Source: an optimization exercise on an open RTL-to-GDS flow (aim: small area). Production flows keep margins and buffers that such runs may drop. Function was checked by simulation only, so behaviour that the tests miss may differ from the original. Power and IR drop assume default switching activity.

### design/flow/design.v
package rvIsaPkg;
	localparam logic [6:0] opLoad   = 7'b0000011;
	localparam logic [6:0] opStore  = 7'b0100011;
	localparam logic [6:0] opBranch = 7'b1100011;
	localparam logic [6:0] opJal    = 7'b1101111;
	localparam logic [6:0] opJalr   = 7'b1100111;
	localparam logic [6:0] opOpImm  = 7'b0010011;
	localparam logic [6:0] opOp     = 7'b0110011;
	localparam logic [6:0] opLui    = 7'b0110111;
	localparam logic [6:0] opAuipc  = 7'b0010111;
	typedef enum logic [3:0] {
		aluAdd, aluSub, aluSll, aluSlt, aluSltu, aluXor, aluSrl, aluSra,
		aluOr, aluAnd, aluEq, aluNe, aluLt, aluGe, aluLtu, aluGeu
	} aluOpT;
	typedef struct packed {
		logic [6:0] funct7;
		logic [4:0] rs2;
		logic [4:0] rs1;
		logic [2:0] funct3;
		logic [4:0] rd;
		logic [6:0] opcode;
	} rTypeT;
	typedef struct packed {
		logic [11:0] imm;
		logic [4:0]  rs1;
		logic [2:0]  funct3;
		logic [4:0]  rd;
		logic [6:0]  opcode;
	} iTypeT;
	typedef struct packed {
		logic [6:0] immHi;
		logic [4:0] rs2;
		logic [4:0] rs1;
		logic [2:0] funct3;
		logic [4:0] immLo;
		logic [6:0] opcode;
	} sTypeT;
	typedef struct packed {
		logic       imm12;
		logic [5:0] imm10to5;
		logic [4:0] rs2;
		logic [4:0] rs1;
		logic [2:0] funct3;
		logic [3:0] imm4to1;
		logic       imm11;
		logic [6:0] opcode;
	} bTypeT;
	typedef struct packed {
		logic [19:0] imm;
		logic [4:0]  rd;
		logic [6:0]  opcode;
	} uTypeT;
	typedef struct packed {
		logic       imm20;
		logic [9:0] imm10to1;
		logic       imm11;
		logic [7:0] imm19to12;
		logic [4:0] rd;
		logic [6:0] opcode;
	} jTypeT;
	typedef union packed {
		rTypeT rType;
		iTypeT iType;
		sTypeT sType;
		bTypeT bType;
		uTypeT uType;
		jTypeT jType;
	} instrWordT;
endpackage
package rvMemPkg;
	typedef enum logic [2:0] {
		memByte  = 3'b000,
		memHalf  = 3'b001,
		memWord  = 3'b010,
		memByteU = 3'b100,
		memHalfU = 3'b101
	} memWidthT;
	localparam logic [3:0] beByte = 4'b0001;
	localparam logic [3:0] beHalf = 4'b0011;
	localparam logic [3:0] beWord = 4'b1111;
	localparam logic [31:0] haltInstrFirst  = 32'h00c00093;  
	localparam logic [31:0] haltInstrSecond = 32'h00008067;  
endpackage
`timescale 1ns/1ns
module fetchUnit #(
	parameter int memAddrWidth = 12
) (
	input  logic                    CLK,
	input  logic                    RSTn,
	input  logic [31:0]             iMemDi,
	input  logic [31:0]             imm,
	input  logic [31:0]             aluResult,
	input  logic                    cmpTrue,
	input  logic                    isBranch,
	input  logic                    isJal,
	input  logic                    isJalr,
	output logic [31:0]             pc,
	output logic [31:0]             pcPlus4,
	output logic [memAddrWidth-1:0] iMemAddr,
	output logic                    iMemCsn,
	output logic                    halt,
	output logic [31:0]             numInst
);
	logic [31:0] nextPc;
	logic [31:0] pcPlusImm;
	logic        lastWasFirst;  
	logic        halted;
	assign pcPlus4   = pc + 32'd4;
	assign pcPlusImm = pc + imm;
	assign iMemAddr  = pc[memAddrWidth-1:0];  
	assign iMemCsn   = RSTn;
	assign halt      = halted | (lastWasFirst & (iMemDi == rvMemPkg::haltInstrSecond));
	always_comb begin
		if (isJalr)
			nextPc = {aluResult[31:1], 1'b0};  
		else if (isJal || (isBranch && cmpTrue))
			nextPc = pcPlusImm;
		else
			nextPc = pcPlus4;
	end
	always_ff @(posedge CLK) begin
		if (RSTn) begin
			pc           <= '0;
			numInst      <= '0;
			lastWasFirst <= 1'b0;
			halted       <= 1'b0;
		end else begin
			halted <= halt;  
			if (!halt) begin
				pc           <= nextPc;
				numInst      <= numInst + 32'd1;
				lastWasFirst <= (iMemDi == rvMemPkg::haltInstrFirst);
			end
		end
	end
endmodule
`timescale 1ns/1ns
module instrDecoder (
	input  logic [31:0]        instr,
	input  logic               RSTn,
	output logic [4:0]         rfRa1,
	output logic [4:0]         rfRa2,
	output logic [4:0]         rfWa1,
	output logic [31:0]        imm,
	output rvIsaPkg::aluOpT    aluOp,
	output logic               useImm,
	output logic               zeroSrc1,
	output logic               isLoad,
	output logic               isStore,
	output logic               isBranch,
	output logic               isJal,
	output logic               isJalr,
	output logic               isAuipc,
	output rvMemPkg::memWidthT memWidth,
	output logic               rfWe
);
	rvIsaPkg::instrWordT iw;
	logic [31:0] immI;
	logic [31:0] immS;
	logic [31:0] immB;
	logic [31:0] immU;
	logic [31:0] immJ;
	logic        writesRd;
	function automatic rvIsaPkg::aluOpT arithOp(input logic [2:0] f3, input logic alt);
		rvIsaPkg::aluOpT op;
		case (f3)
			3'b000:  op = alt ? rvIsaPkg::aluSub : rvIsaPkg::aluAdd;
			3'b001:  op = rvIsaPkg::aluSll;
			3'b010:  op = rvIsaPkg::aluSlt;
			3'b011:  op = rvIsaPkg::aluSltu;
			3'b100:  op = rvIsaPkg::aluXor;
			3'b101:  op = alt ? rvIsaPkg::aluSra : rvIsaPkg::aluSrl;
			3'b110:  op = rvIsaPkg::aluOr;
			default: op = rvIsaPkg::aluAnd;
		endcase
		arithOp = op;
	endfunction
	assign iw    = instr;
	assign rfRa1 = iw.rType.rs1;
	assign rfRa2 = iw.rType.rs2;
	assign rfWa1 = iw.rType.rd;
	assign immI = {{20{iw.iType.imm[11]}}, iw.iType.imm};
	assign immS = {{20{iw.sType.immHi[6]}}, iw.sType.immHi, iw.sType.immLo};
	assign immB = {{19{iw.bType.imm12}}, iw.bType.imm12, iw.bType.imm11,
		iw.bType.imm10to5, iw.bType.imm4to1, 1'b0};
	assign immU = {iw.uType.imm, 12'h000};
	assign immJ = {{11{iw.jType.imm20}}, iw.jType.imm20, iw.jType.imm19to12,
		iw.jType.imm11, iw.jType.imm10to1, 1'b0};
	assign memWidth = rvMemPkg::memWidthT'(iw.iType.funct3);
	assign rfWe     = writesRd & ~RSTn;
	always_comb begin
		imm      = '0;
		aluOp    = rvIsaPkg::aluAdd;
		useImm   = 1'b0;
		zeroSrc1 = 1'b0;
		isLoad   = 1'b0;
		isStore  = 1'b0;
		isBranch = 1'b0;
		isJal    = 1'b0;
		isJalr   = 1'b0;
		isAuipc  = 1'b0;
		writesRd = 1'b0;
		case (iw.rType.opcode)
			rvIsaPkg::opLoad: begin
				imm      = immI;
				useImm   = 1'b1;
				isLoad   = 1'b1;
				writesRd = 1'b1;
			end
			rvIsaPkg::opStore: begin
				imm     = immS;
				useImm  = 1'b1;
				isStore = 1'b1;
			end
			rvIsaPkg::opBranch: begin
				imm      = immB;
				isBranch = 1'b1;
				case (iw.bType.funct3)
					3'b000:  aluOp = rvIsaPkg::aluEq;
					3'b001:  aluOp = rvIsaPkg::aluNe;
					3'b100:  aluOp = rvIsaPkg::aluLt;
					3'b101:  aluOp = rvIsaPkg::aluGe;
					3'b110:  aluOp = rvIsaPkg::aluLtu;
					default: aluOp = rvIsaPkg::aluGeu;
				endcase
			end
			rvIsaPkg::opJal: begin
				imm      = immJ;
				isJal    = 1'b1;
				writesRd = 1'b1;
			end
			rvIsaPkg::opJalr: begin
				imm      = immI;
				useImm   = 1'b1;
				isJalr   = 1'b1;
				writesRd = 1'b1;
			end
			rvIsaPkg::opOpImm: begin
				imm      = immI;
				useImm   = 1'b1;
				writesRd = 1'b1;
				aluOp    = arithOp(iw.iType.funct3,
					(iw.iType.funct3 == 3'b101) & iw.rType.funct7[5]);
			end
			rvIsaPkg::opOp: begin
				writesRd = 1'b1;
				aluOp    = arithOp(iw.rType.funct3, iw.rType.funct7[5]);
			end
			rvIsaPkg::opLui: begin
				imm      = immU;
				useImm   = 1'b1;
				zeroSrc1 = 1'b1;  
				writesRd = 1'b1;
			end
			rvIsaPkg::opAuipc: begin
				imm      = immU;
				useImm   = 1'b1;
				isAuipc  = 1'b1;
				writesRd = 1'b1;
			end
			default: ;
		endcase
	end
endmodule
`timescale 1ns/1ns
module aluUnit (
	input  logic [31:0]     rfRd1,
	input  logic [31:0]     rfRd2,
	input  logic [31:0]     imm,
	input  logic            useImm,
	input  logic            zeroSrc1,
	input  rvIsaPkg::aluOpT aluOp,
	output logic [31:0]     aluResult,
	output logic            cmpTrue
);
	logic [31:0] srcA;
	logic [31:0] srcB;
	logic [4:0]  shamt;
	assign srcA  = zeroSrc1 ? 32'h0 : rfRd1;
	assign srcB  = useImm ? imm : rfRd2;
	assign shamt = srcB[4:0];
	always_comb begin
		cmpTrue = 1'b0;
		case (aluOp)
			rvIsaPkg::aluEq:  cmpTrue = (srcA == srcB);
			rvIsaPkg::aluNe:  cmpTrue = (srcA != srcB);
			rvIsaPkg::aluLt:  cmpTrue = ($signed(srcA) < $signed(srcB));
			rvIsaPkg::aluGe:  cmpTrue = ($signed(srcA) >= $signed(srcB));
			rvIsaPkg::aluLtu: cmpTrue = (srcA < srcB);
			rvIsaPkg::aluGeu: cmpTrue = (srcA >= srcB);
			default: ;
		endcase
	end
	always_comb begin
		case (aluOp)
			rvIsaPkg::aluAdd:  aluResult = srcA + srcB;
			rvIsaPkg::aluSub:  aluResult = srcA - srcB;
			rvIsaPkg::aluSll:  aluResult = srcA << shamt;
			rvIsaPkg::aluSlt:  aluResult = {31'b0, $signed(srcA) < $signed(srcB)};
			rvIsaPkg::aluSltu: aluResult = {31'b0, srcA < srcB};
			rvIsaPkg::aluXor:  aluResult = srcA ^ srcB;
			rvIsaPkg::aluSrl:  aluResult = srcA >> shamt;
			rvIsaPkg::aluSra:  aluResult = $unsigned($signed(srcA) >>> shamt);
			rvIsaPkg::aluOr:   aluResult = srcA | srcB;
			rvIsaPkg::aluAnd:  aluResult = srcA & srcB;
			default:           aluResult = {31'b0, cmpTrue};  
		endcase
	end
endmodule
`timescale 1ns/1ns
module memAccessUnit #(
	parameter int memAddrWidth = 12
) (
	input  logic                    RSTn,
	input  logic [31:0]             aluResult,
	input  logic [31:0]             rfRd2,
	input  logic [31:0]             dMemDi,
	input  logic [31:0]             pc,
	input  logic [31:0]             pcPlus4,
	input  logic [31:0]             imm,
	input  logic                    isLoad,
	input  logic                    isStore,
	input  logic                    isJal,
	input  logic                    isJalr,
	input  logic                    isAuipc,
	input  logic                    isBranch,
	input  logic                    cmpTrue,
	input  rvMemPkg::memWidthT      memWidth,
	output logic [memAddrWidth-1:0] dMemAddr,
	output logic [31:0]             dMemDout,
	output logic [3:0]              dMemBe,
	output logic                    dMemWen,
	output logic                    dMemCsn,
	output logic [31:0]             rfWd,
	output logic [31:0]             outputPort
);
	logic [1:0]  byteOff;
	logic [3:0]  laneMask;
	logic [31:0] laneWord;  
	logic [31:0] loadData;
	logic        halfAccess;
	logic        wordAccess;
	assign byteOff  = aluResult[1:0];
	assign dMemAddr = aluResult[memAddrWidth+1:2];  
	assign dMemDout = rfRd2 << {byteOff, 3'b000};
	assign dMemBe   = (isLoad | isStore) ? laneMask : 4'b0000;
	assign dMemWen  = ~(isStore & ~RSTn);  
	assign dMemCsn  = RSTn;
	assign laneWord = dMemDi >> {byteOff, 3'b000};
	assign halfAccess = (memWidth == rvMemPkg::memHalf) || (memWidth == rvMemPkg::memHalfU);
	assign wordAccess = (memWidth == rvMemPkg::memWord);
	always_comb begin
		if (wordAccess)
			laneMask = rvMemPkg::beWord;
		else if (halfAccess)
			laneMask = rvMemPkg::beHalf << byteOff;
		else
			laneMask = rvMemPkg::beByte << byteOff;
	end
	always_comb begin
		case (memWidth)
			rvMemPkg::memByte:  loadData = {{24{laneWord[7]}}, laneWord[7:0]};
			rvMemPkg::memByteU: loadData = {24'h0, laneWord[7:0]};
			rvMemPkg::memHalf:  loadData = {{16{laneWord[15]}}, laneWord[15:0]};
			rvMemPkg::memHalfU: loadData = {16'h0, laneWord[15:0]};
			default:            loadData = dMemDi;
		endcase
	end
	always_comb begin
		if (isJal || isJalr)
			rfWd = pcPlus4;  
		else if (isAuipc)
			rfWd = pc + imm;
		else if (isLoad)
			rfWd = loadData;
		else
			rfWd = aluResult;
	end
	assign outputPort = isBranch ? {31'b0, cmpTrue} : rfWd;
endmodule
`timescale 1ns/1ns
module riscvCore #(
	parameter int memAddrWidth = 12
) (
	input  logic                    CLK,
	input  logic                    RSTn,
	input  logic [31:0]             iMemDi,
	input  logic [31:0]             dMemDi,
	input  logic [31:0]             rfRd1,
	input  logic [31:0]             rfRd2,
	output logic                    iMemCsn,
	output logic [memAddrWidth-1:0] iMemAddr,
	output logic                    dMemCsn,
	output logic [31:0]             dMemDout,
	output logic [memAddrWidth-1:0] dMemAddr,
	output logic                    dMemWen,
	output logic [3:0]              dMemBe,
	output logic                    rfWe,
	output logic [4:0]              rfRa1,
	output logic [4:0]              rfRa2,
	output logic [4:0]              rfWa1,
	output logic [31:0]             rfWd,
	output logic                    halt,
	output logic [31:0]             numInst,
	output logic [31:0]             outputPort
);
	logic [31:0]        pc;
	logic [31:0]        pcPlus4;
	logic [31:0]        imm;
	logic [31:0]        aluResult;
	rvIsaPkg::aluOpT    aluOp;
	rvMemPkg::memWidthT memWidth;
	logic               useImm;
	logic               zeroSrc1;
	logic               isLoad;
	logic               isStore;
	logic               isBranch;
	logic               isJal;
	logic               isJalr;
	logic               isAuipc;
	logic               cmpTrue;
	fetchUnit #(.memAddrWidth(memAddrWidth)) fetch (
		.CLK(CLK), .RSTn(RSTn), .iMemDi(iMemDi), .imm(imm), .aluResult(aluResult),
		.cmpTrue(cmpTrue), .isBranch(isBranch), .isJal(isJal), .isJalr(isJalr),
		.pc(pc), .pcPlus4(pcPlus4), .iMemAddr(iMemAddr), .iMemCsn(iMemCsn),
		.halt(halt), .numInst(numInst)
	);
	instrDecoder decode (
		.instr(iMemDi), .RSTn(RSTn), .rfRa1(rfRa1), .rfRa2(rfRa2), .rfWa1(rfWa1),
		.imm(imm), .aluOp(aluOp), .useImm(useImm), .zeroSrc1(zeroSrc1),
		.isLoad(isLoad), .isStore(isStore), .isBranch(isBranch), .isJal(isJal),
		.isJalr(isJalr), .isAuipc(isAuipc), .memWidth(memWidth), .rfWe(rfWe)
	);
	aluUnit alu (
		.rfRd1(rfRd1), .rfRd2(rfRd2), .imm(imm), .useImm(useImm), .zeroSrc1(zeroSrc1),
		.aluOp(aluOp), .aluResult(aluResult), .cmpTrue(cmpTrue)
	);
	memAccessUnit #(.memAddrWidth(memAddrWidth)) memAccess (
		.RSTn(RSTn), .aluResult(aluResult), .rfRd2(rfRd2), .dMemDi(dMemDi),
		.pc(pc), .pcPlus4(pcPlus4), .imm(imm), .isLoad(isLoad), .isStore(isStore),
		.isJal(isJal), .isJalr(isJalr), .isAuipc(isAuipc), .isBranch(isBranch),
		.cmpTrue(cmpTrue), .memWidth(memWidth), .dMemAddr(dMemAddr),
		.dMemDout(dMemDout), .dMemBe(dMemBe), .dMemWen(dMemWen), .dMemCsn(dMemCsn),
		.rfWd(rfWd), .outputPort(outputPort)
	);
endmodule
### design/flow/run.sh
#!/bin/bash
# synth_recipe.tcl (not shown) runs the flow's synth.tcl, then flattens the netlist and writes it again
# the make line also repeats each setting of config.mk as NAME=value (left out here)
make -C /OpenROAD-flow-scripts/flow DESIGN_CONFIG=/design/flow/config.mk WORK_HOME=/design/flow/orfs CLKGATE_MAP_FILE= SYNTH_SCRIPT=/design/flow/synth_recipe.tcl finish
### design/flow/config.mk
export PLATFORM = sky130hd
export DESIGN_NAME = riscvCore
export DESIGN_NICKNAME = riscvCore
export VERILOG_FILES = /design/flow/design.v
export SDC_FILE = /design/flow/constraint.sdc
export NUM_CORES = 4
export LEC_CHECK = 0
export CAP_MARGIN = 20
export CORE_MARGIN = 2
export CORE_UTILIZATION = 40
export SETUP_SLACK_MARGIN = 0.5
export SLEW_MARGIN = 20
### design/flow/constraint.sdc
create_clock -name core_clock -period 12.0 [get_ports {CLK}]
set_input_delay 2.4000 -clock core_clock [delete_from_list [all_inputs] [get_ports {CLK}]]
set_output_delay 2.4000 -clock core_clock [all_outputs]
set_load 0.01 [all_outputs]
==> summary.txt <==
-- metal layers --
layer  GRT usage (%)  part of all wire (%)
met1            61.5                    41
met2            60.7                    39
met3            11.7                    14
met4            19.0                   5.5
met5               0                 0.046
-- cell usage in the layout, fill, tap and decap left out, types with 44 or more instances in the layout --
master           netlist  layout
a211oi_1              53      53
a21oi_1              257     250
buf_4                 32     159
clkdlybuf4s50_1        0     301
dfxtp_1               66      66
ha_1                 130     128
inv_1                139     139
mux2i_1               90      90
nand2_1              301     295
nand3_1              117     117
nor2_1               235     230
nor3_1                55      53
o211ai_1              49      49
o21ai_0              210     196
xnor2_1               44      44
xor2_1                58      58
-- how the worst max path moves through the flow --
stage | slack [ns] | end | startpoint | cells past startpoint
3_3_place_gp | 0.15 | rfWd[29] | iMemDi[6] | 25
6_report | 0.53 | rfWd[29] | iMemDi[5] | 25
3_5_place_dp | 0.08 | rfWd[27] | iMemDi[6] | 26
5_1_grt | 0.47 | rfWd[29] | iMemDi[2] | 27
2_1_floorplan | 1.09 | outputPort[24] | iMemDi[6] | 29
4_1_cts | 0.50 | rfWd[29] | iMemDi[4] | 24
-- power by group --
group	internal (mW)	switching (mW)	leakage (nW)	total, mW
sequential	0.222	0.00404	0.533	0.226
clock	0.143	0.126	0.133	0.270
combinational	0.468	0.694	8.93	1.16
-- worst reg2reg max path, delay by kind of cell, from the launching register on --
kind / cells / cell delay [ns]
multiplexers: 1 / 0.12
flip-flops: 1 / 0.35
XOR/XNOR: 1 / 0.26
adder cells (fa/ha/maj): 2 / 0.69
AND/OR/NAND/NOR: 2 / 0.32
AO/OA/AOI/OAI: 9 / 2.17
-- registers in the layout (all words and copies together) (netlist names) --
register	cells
fetch.halted	1
fetch.lastWasFirst	1
fetch.numInst	32
fetch.pc	32
-- cell type report --
class | count | area (sq um) | area share, %
antenna | 4 | 10.0 | 0.0444
sequential | 66 | 1320 | 5.86
timing repair buffer | 468 | 4310 | 19.1
clock buffer | 9 | 225 | 0.998
multi-input combinational | 2308 | 15300 | 68.0
clock inverter | 7 | 58.8 | 0.261
tap | 592 | 741 | 3.28
inverter | 147 | 552 | 2.45
-- logic make-up (layout without fill, tap and decap cells) --
logic type | after synthesis | after routing | synth area share, %
adders and majority gates | 134 | 134 | 9.44
buffers and inverters | 372 | 631 | 8.71
AOI/OAI and AO/OA | 998 | 998 | 36.4
DFF | 66 | 66 | 7.35
muxes | 120 | 120 | 7.83
and+or+nand+nor | 954 | 954 | 25.3
xor gates and xnor gates | 102 | 102 | 4.97
other | 0 | 4 | 0
-- timing repair --
action,4_1_cts,5_1_grt
gates resized for setup,20,39
setup endpoints to repair,76,85
pin swaps,0,3
buffers inserted,0,3
hold endpoints to repair,0,0
hold buffers,0,0
-- metrics by stage --
stage / instance area [sq um] / power, mW / std cells / hold slack, ns / util, %
2_1_floorplan: 18000 / 0.793 / 2746 / 0.427 / -
3_3_place_gp: 22100 / 1.33 / 3578 / 0.435 / 49.8
3_5_place_dp: 22100 / 1.33 / 3578 / 0.445 / 49.8
4_1_cts: 22400 / 1.60 / 3594 / 0.456 / 50.5
5_1_grt: 22600 / 1.71 / 3597 / 0.490 / 50.9
6_report: 22600 / 1.66 / 3601 / 0.468 / 50.9
==> flow_metrics.tcl <==
set metrics [dict create \
    routed_wirelength_mm 107 \
    vias_per_cell 6.87 \
    outcome "complete, no violations" \
    finalHoldViolCount 0 \
    fmax_mhz 87.2 \
    critPathMostFrequentCell "buf_4" \
    hpwl_mm 84.2 \
    syn_area_sq_um 18000 \
    drc 0 \
    cp_slowest_cell "clkdlybuf4s50_1" \
    drive_gt1_share_pct 10.1 \
    start_kind "input port" \
    hold_end "fetch.lastWasFirst" \
    areaGrowthSynthToFinish_pct 25.5 \
    numCtsBuffers 9 \
    die_w_um 216 \
    ant_nets 0 \
    syn_inst 2746 \
    yosys_warnings 4 \
    arrival_ns 9.07 \
    antenna_found_initial 7 \
    grt_first_pass_wirelength_mm 152 \
    min-delay-start "fetch.lastWasFirst" \
    hold_class "reg -> reg" \
    wl_per_cell_um 29.6 \
    yosysMostFrequentCell "nand2_1" \
    rsz0062_at_grt "false" \
    crit_family "compound AO/OA/AOI/OAI gates" \
    synth_edf_count 0 \
    slew_viol_final 0 \
    io_buffers 305 \
    reg2reg_depth 15 \
    min_path_cells 2 \
    synth_top_area_cell "ha_1" \
    synthArstFlopShare_pct 0 \
    insertion_delay_ns 0.37 \
    path_clk_slew_ns 0.06 \
    num_rows 77 \
    crit_buf_inv 6 \
    max-clock-path-buffers 2 \
    worstMarginPinSlew_ns 1.16 \
    dr.pass1.iters 8 \
    ir_drop_uv 62.1 \
    io_pins 306 \
    crit_required_ns 9.60 \
    grt_max_degree 60 \
    cts_tree "built" \
    cp_max_fo 10 \
    setup_viol 0 \
    period_share_pct 95.6 \
    grt_pass1_vias 22300 \
    power_density_nw_per_um2 73.5 \
    place.gp.congestion 1.07 \
    die_area_sq_um 46700 \
    synth_area_leaders "ha_1 9.0%, dfxtp_1 7.3%, a21oi_1 7.2%" \
    r2r_start "fetch.pc[0]" \
    slowest_delay_ns 0.63 \
    chipHeight_um 216 \
    yosysTopAreaCellShare_pct 9.05 \
    cts_htree_levels 3 \
    initial_utilization_pct 40.6 \
    dr.first_iter.drc_count 3959 \
    cts.sinks 66 \
    synth.net_count 3009 \
    maxCapViolCount 0 \
    yosysUniqueCellTypes 98 \
    cts-root-buf "clkbuf_16" \
    yosys-top-cells-count "301 x nand2_1, 257 x a21oi_1, 235 x nor2_1" \
    p_leak_nw 9.59 \
    final_nets 3263 \
    syn_avg_cell_area_sq_um 6.55 \
    preCtsSetupSlack_ns 0.0839 \
    worst_slack_ns 0.527 \
    ys_ff_latch 66 \
    relSlewSlack_pct 22.6 \
    end_kind "primary output" \
    grt-ovfl-total 0 \
    fillers 4583 \
    fin_crit_ns 11.47 \
    vias 24700 \
    path_class "in -> out" \
    synth_ff_type "dfxtp_1" \
    skew_ns 0.0118 \
    grt_use_total_pct 43.4 \
    reg2reg_to "fetch.pc[22]" \
    core_sq_um 44300 \
    r2r_slack_ns 7.97 \
    ys_seq_area_share_pct 7.35 \
    tns_ns 0 \
]

-- what the ideal ports hide --
The results above use ideal ports. As a check the final layout listed here was re-extracted and re-timed, cells and wires unchanged. Step 1 assumes that a clkbuf_16 drives the clock port and a buf_2 every other input. Step 2 also shifts input and output timing later by t, the mid clock arrival at the registers, as if the neighbouring blocks saw the same clock. a / b / c = no drivers / after step 1 / after step 2; a / b = the first two.
t (ns): 0.399
slack for setup (ns): 0.527 / 0.491 / 0.491
worst hold slack (ns): 0.468 / 0.468 / 0.468
worst setup path at the end: input to output
cell pins on the clock port's net: 1
After both steps setup and hold are still met in this run. The setup slack of this run moves by -0.036 ns with the drivers and by -0.036 ns with both steps.
